Source: an optimization exercise on an open RTL-to-GDS flow (aim: small area, a short achievable clock period and few clock cycles per item). Production flows keep margins and buffers that such runs may drop. At most, simulation tests tie the RTL to the original design; equivalence was not proved. Power and IR drop assume default switching activity.

==> module systolic_top, before the edit <==
module systolic_top (
    input  logic        clk,
    input  logic        rst_n,
    input  logic        wb_cyc,
    input  logic        wb_stb,
    input  logic        wb_we,
    input  logic [5:0]  wb_adr,
    input  logic [31:0] wb_dat_w,
    output logic [31:0] wb_dat_r,
    output logic        wb_ack
);
    logic [15:0] a_reg [4];
    logic [7:0]  b_reg [4];
    logic [24:0] c_reg [4];
    logic [3:0]  a_vld;
    logic [3:0]  b_vld;
    logic        c_vld;
    logic        busy;
    logic        done;
    logic [1:0]  run_cnt;
    logic [1:0]  k;           
    logic [24:0] cs_s_q;
    logic [24:0] cs_c_q;
    logic [24:0] sum;
    logic        access;
    logic        wr_en;
    logic        start;
    logic [24:0] rd_d;
    logic [24:0] rd_q;
    assign access = wb_cyc && wb_stb && !wb_ack;
    assign wr_en  = access && wb_we && !busy;
    assign start  = wr_en && (wb_adr == 6'd8) && wb_dat_w[0];
    always_ff @(posedge clk or negedge rst_n) begin
        if (!rst_n) begin
            wb_ack <= 1'b0;
        end else begin
            wb_ack <= access;
        end
    end
    always_ff @(posedge clk or negedge rst_n) begin
        if (!rst_n) begin
            a_vld <= '0;
            b_vld <= '0;
        end else if (wr_en && wb_adr[5:3] == 3'b000) begin
            if (!wb_adr[2]) a_vld[wb_adr[1:0]] <= 1'b1;
            else            b_vld[wb_adr[1:0]] <= 1'b1;
        end
    end
    for (genvar e = 0; e < 4; e++) begin : g_ab
        always_ff @(posedge clk) begin
            if (wr_en && wb_adr == 6'(e)) a_reg[e] <= wb_dat_w[15:0];
            if (wr_en && wb_adr == 6'(4 + e)) b_reg[e] <= wb_dat_w[7:0];
        end
    end
    always_ff @(posedge clk or negedge rst_n) begin
        if (!rst_n) begin
            busy    <= 1'b0;
            done    <= 1'b0;
            c_vld   <= 1'b0;
            run_cnt <= '0;
            k       <= '0;
        end else begin
            k <= k + 2'd1;
            if (start) begin
                busy    <= 1'b1;
                done    <= 1'b0;
                c_vld   <= 1'b1;
                run_cnt <= '0;
            end else if (busy) begin
                run_cnt <= run_cnt + 2'd1;
                if (run_cnt == 2'd2) begin
                    busy <= 1'b0;
                    done <= 1'b1;
                end
            end
        end
    end
    logic [15:0] a_m [4];
    logic [7:0]  b_m [4];
    logic [15:0] op_a0, op_a1;
    logic [7:0]  op_b0, op_b1;
    logic [24:0] cs_s, cs_c;
    for (genvar e = 0; e < 4; e++) begin : g_mask
        assign a_m[e] = a_reg[e] & {16{a_vld[e]}};
        assign b_m[e] = b_reg[e] & {8{b_vld[e]}};
    end
    assign op_a0 = k[1] ? a_m[2] : a_m[0];
    assign op_a1 = k[1] ? a_m[3] : a_m[1];
    assign op_b0 = k[0] ? b_m[1] : b_m[0];
    assign op_b1 = k[0] ? b_m[3] : b_m[2];
    dot2_cs u_dot (
        .a0   (op_a0),
        .a1   (op_a1),
        .b0   (op_b0),
        .b1   (op_b1),
        .cs_s (cs_s),
        .cs_c (cs_c)
    );
    always_ff @(posedge clk) begin
        cs_s_q <= cs_s;
        cs_c_q <= cs_c;
    end
    assign sum = cs_s_q + cs_c_q;
    logic [1:0] c_idx;
    assign c_idx = k - 2'd1;
    for (genvar e = 0; e < 4; e++) begin : g_c
        always_ff @(posedge clk) begin
            if ((start || busy) && c_idx == 2'(e)) c_reg[e] <= sum;
        end
    end
    always_comb begin
        rd_d = '0;
        case (wb_adr)
            6'd0, 6'd1, 6'd2, 6'd3:
                if (a_vld[wb_adr[1:0]])
                    rd_d = {{9{a_reg[wb_adr[1:0]][15]}}, a_reg[wb_adr[1:0]]};
            6'd4, 6'd5, 6'd6, 6'd7:
                if (b_vld[wb_adr[1:0]])
                    rd_d = {{17{b_reg[wb_adr[1:0]][7]}}, b_reg[wb_adr[1:0]]};
            6'd9:
                rd_d = {23'd0, done, busy};
            6'd12, 6'd13, 6'd14, 6'd15:
                if (c_vld)
                    rd_d = c_reg[wb_adr[1:0]];
            default: rd_d = '0;
        endcase
    end
    always_ff @(posedge clk) begin
        rd_q <= rd_d;
    end
    assign wb_dat_r = {{7{rd_q[24]}}, rd_q};
endmodule
==> flow/config.mk <==
export PLATFORM = sky130hd
export DESIGN_NAME = systolic_top
export DESIGN_NICKNAME = systolic_top
export VERILOG_FILES = /design/flow/design.v
export SDC_FILE = /design/flow/constraint.sdc
export NUM_CORES = 4
export LEC_CHECK = 0
export ABC_CLOCK_PERIOD_IN_PS = 2500
export CAP_MARGIN = 20
export CORE_MARGIN = 2
export CORE_UTILIZATION = 40
export SETUP_SLACK_MARGIN = 5
export SLEW_MARGIN = 20
==> flow/constraint.sdc <==
create_clock -name core_clock -period 9.0 [get_ports {clk}]
set_input_delay 1.8000 -clock core_clock [delete_from_list [all_inputs] [get_ports {clk}]]
set_output_delay 1.8000 -clock core_clock [all_outputs]
set_load 0.01 [all_outputs]
run.sh (not shown) runs the stock make flow with config.mk's settings and CLKGATE_MAP_FILE= SYNTH_SCRIPT=/design/flow/synth_recipe.tcl, a recipe that flattens the netlist after the stock synthesis.
Testbench counts at the start, summed over its fixed seeds: cycles 11,520, jobs 384.
Edit:
--- a/flow/design.v
+++ b/flow/design.v
@@ -755,13 +755,13 @@
     input  logic [31:0] wb_dat_w,
     output logic [31:0] wb_dat_r,
     output logic        wb_ack
 );
     logic [15:0] a_reg [4];
     logic [7:0]  b_reg [4];
-    logic [24:0] c_reg [4];
+    logic [24:0] c_ring [4];
     logic [3:0]  a_vld;
     logic [3:0]  b_vld;
     logic        c_vld;
     logic        busy;
     logic        done;
     logic [1:0]  run_cnt;
@@ -845,19 +845,20 @@
     );
     always_ff @(posedge clk) begin
         cs_s_q <= cs_s;
         cs_c_q <= cs_c;
     end
     assign sum = cs_s_q + cs_c_q;
-    logic [1:0] c_idx;
-    assign c_idx = k - 2'd1;
-    for (genvar e = 0; e < 4; e++) begin : g_c
-        always_ff @(posedge clk) begin
-            if ((start || busy) && c_idx == 2'(e)) c_reg[e] <= sum;
-        end
+    always_ff @(posedge clk) begin
+        c_ring[0] <= (start || busy) ? sum : c_ring[3];
+        c_ring[1] <= c_ring[0];
+        c_ring[2] <= c_ring[1];
+        c_ring[3] <= c_ring[2];
     end
+    logic [1:0] c_pos;
+    assign c_pos = k - wb_adr[1:0] - 2'd2;
     always_comb begin
         rd_d = '0;
         case (wb_adr)
             6'd0, 6'd1, 6'd2, 6'd3:
                 if (a_vld[wb_adr[1:0]])
                     rd_d = {{9{a_reg[wb_adr[1:0]][15]}}, a_reg[wb_adr[1:0]]};
@@ -865,13 +866,13 @@
                 if (b_vld[wb_adr[1:0]])
                     rd_d = {{17{b_reg[wb_adr[1:0]][7]}}, b_reg[wb_adr[1:0]]};
             6'd9:
                 rd_d = {23'd0, done, busy};
             6'd12, 6'd13, 6'd14, 6'd15:
                 if (c_vld)
-                    rd_d = c_reg[wb_adr[1:0]];
+                    rd_d = c_ring[c_pos];
             default: rd_d = '0;
         endcase
     end
     always_ff @(posedge clk) begin
         rd_q <= rd_d;
     end
=> Power goes down by 3.2%. Global-route usage increases by 2.1 points. Sequential share of layout area decreases by 3.7 points. Clock-buffer cell count fell by 6. Design area falls by 3.1%. Die area is lower by 3.4%. Via count climbs by 2.4%. Non-clock buffer count is lower by 3. Synthesized area is lower by 3.5%. Hold slack degrades by 0.10 ns. Utilization hardly moves. Clock skew climbs by 0.0089 ns.
Function not checked in the second run of this note: the RTL went through the layout flow alone.

re-timing with driven ports:
In the flow no input, the clock included, has a driving cell. The finished layouts below were timed again as built, in two steps. Step 1: set_driving_cell puts a clkbuf_16 on clk and a buf_2 on each other input, an assumption about the parent block. Step 2 also shifts input and output timing later by t, the mid clock arrival at the registers, as if the neighbouring blocks saw the same clock. a / b / c = ideal ports / drivers / drivers and shift; a / b = the first two.
run | t, ns | setup slack, ns | worst setup path at the end | worst register clock-pin slew, ns | worst data-port slew with drivers (ns)
the first run | 0.635 | 5.007 / 5.007 / 4.620 | input to register | 0.07 / 0.07 | 0.04
the second run | 0.620 | 5.044 / 5.044 / 4.549 | input to register | 0.06 / 0.06 | 0.04
After both steps every run listed still meets setup and hold. The setup slack of the second run, which loses most, moves by 0.000 ns with the drivers and by -0.495 ns with both steps.
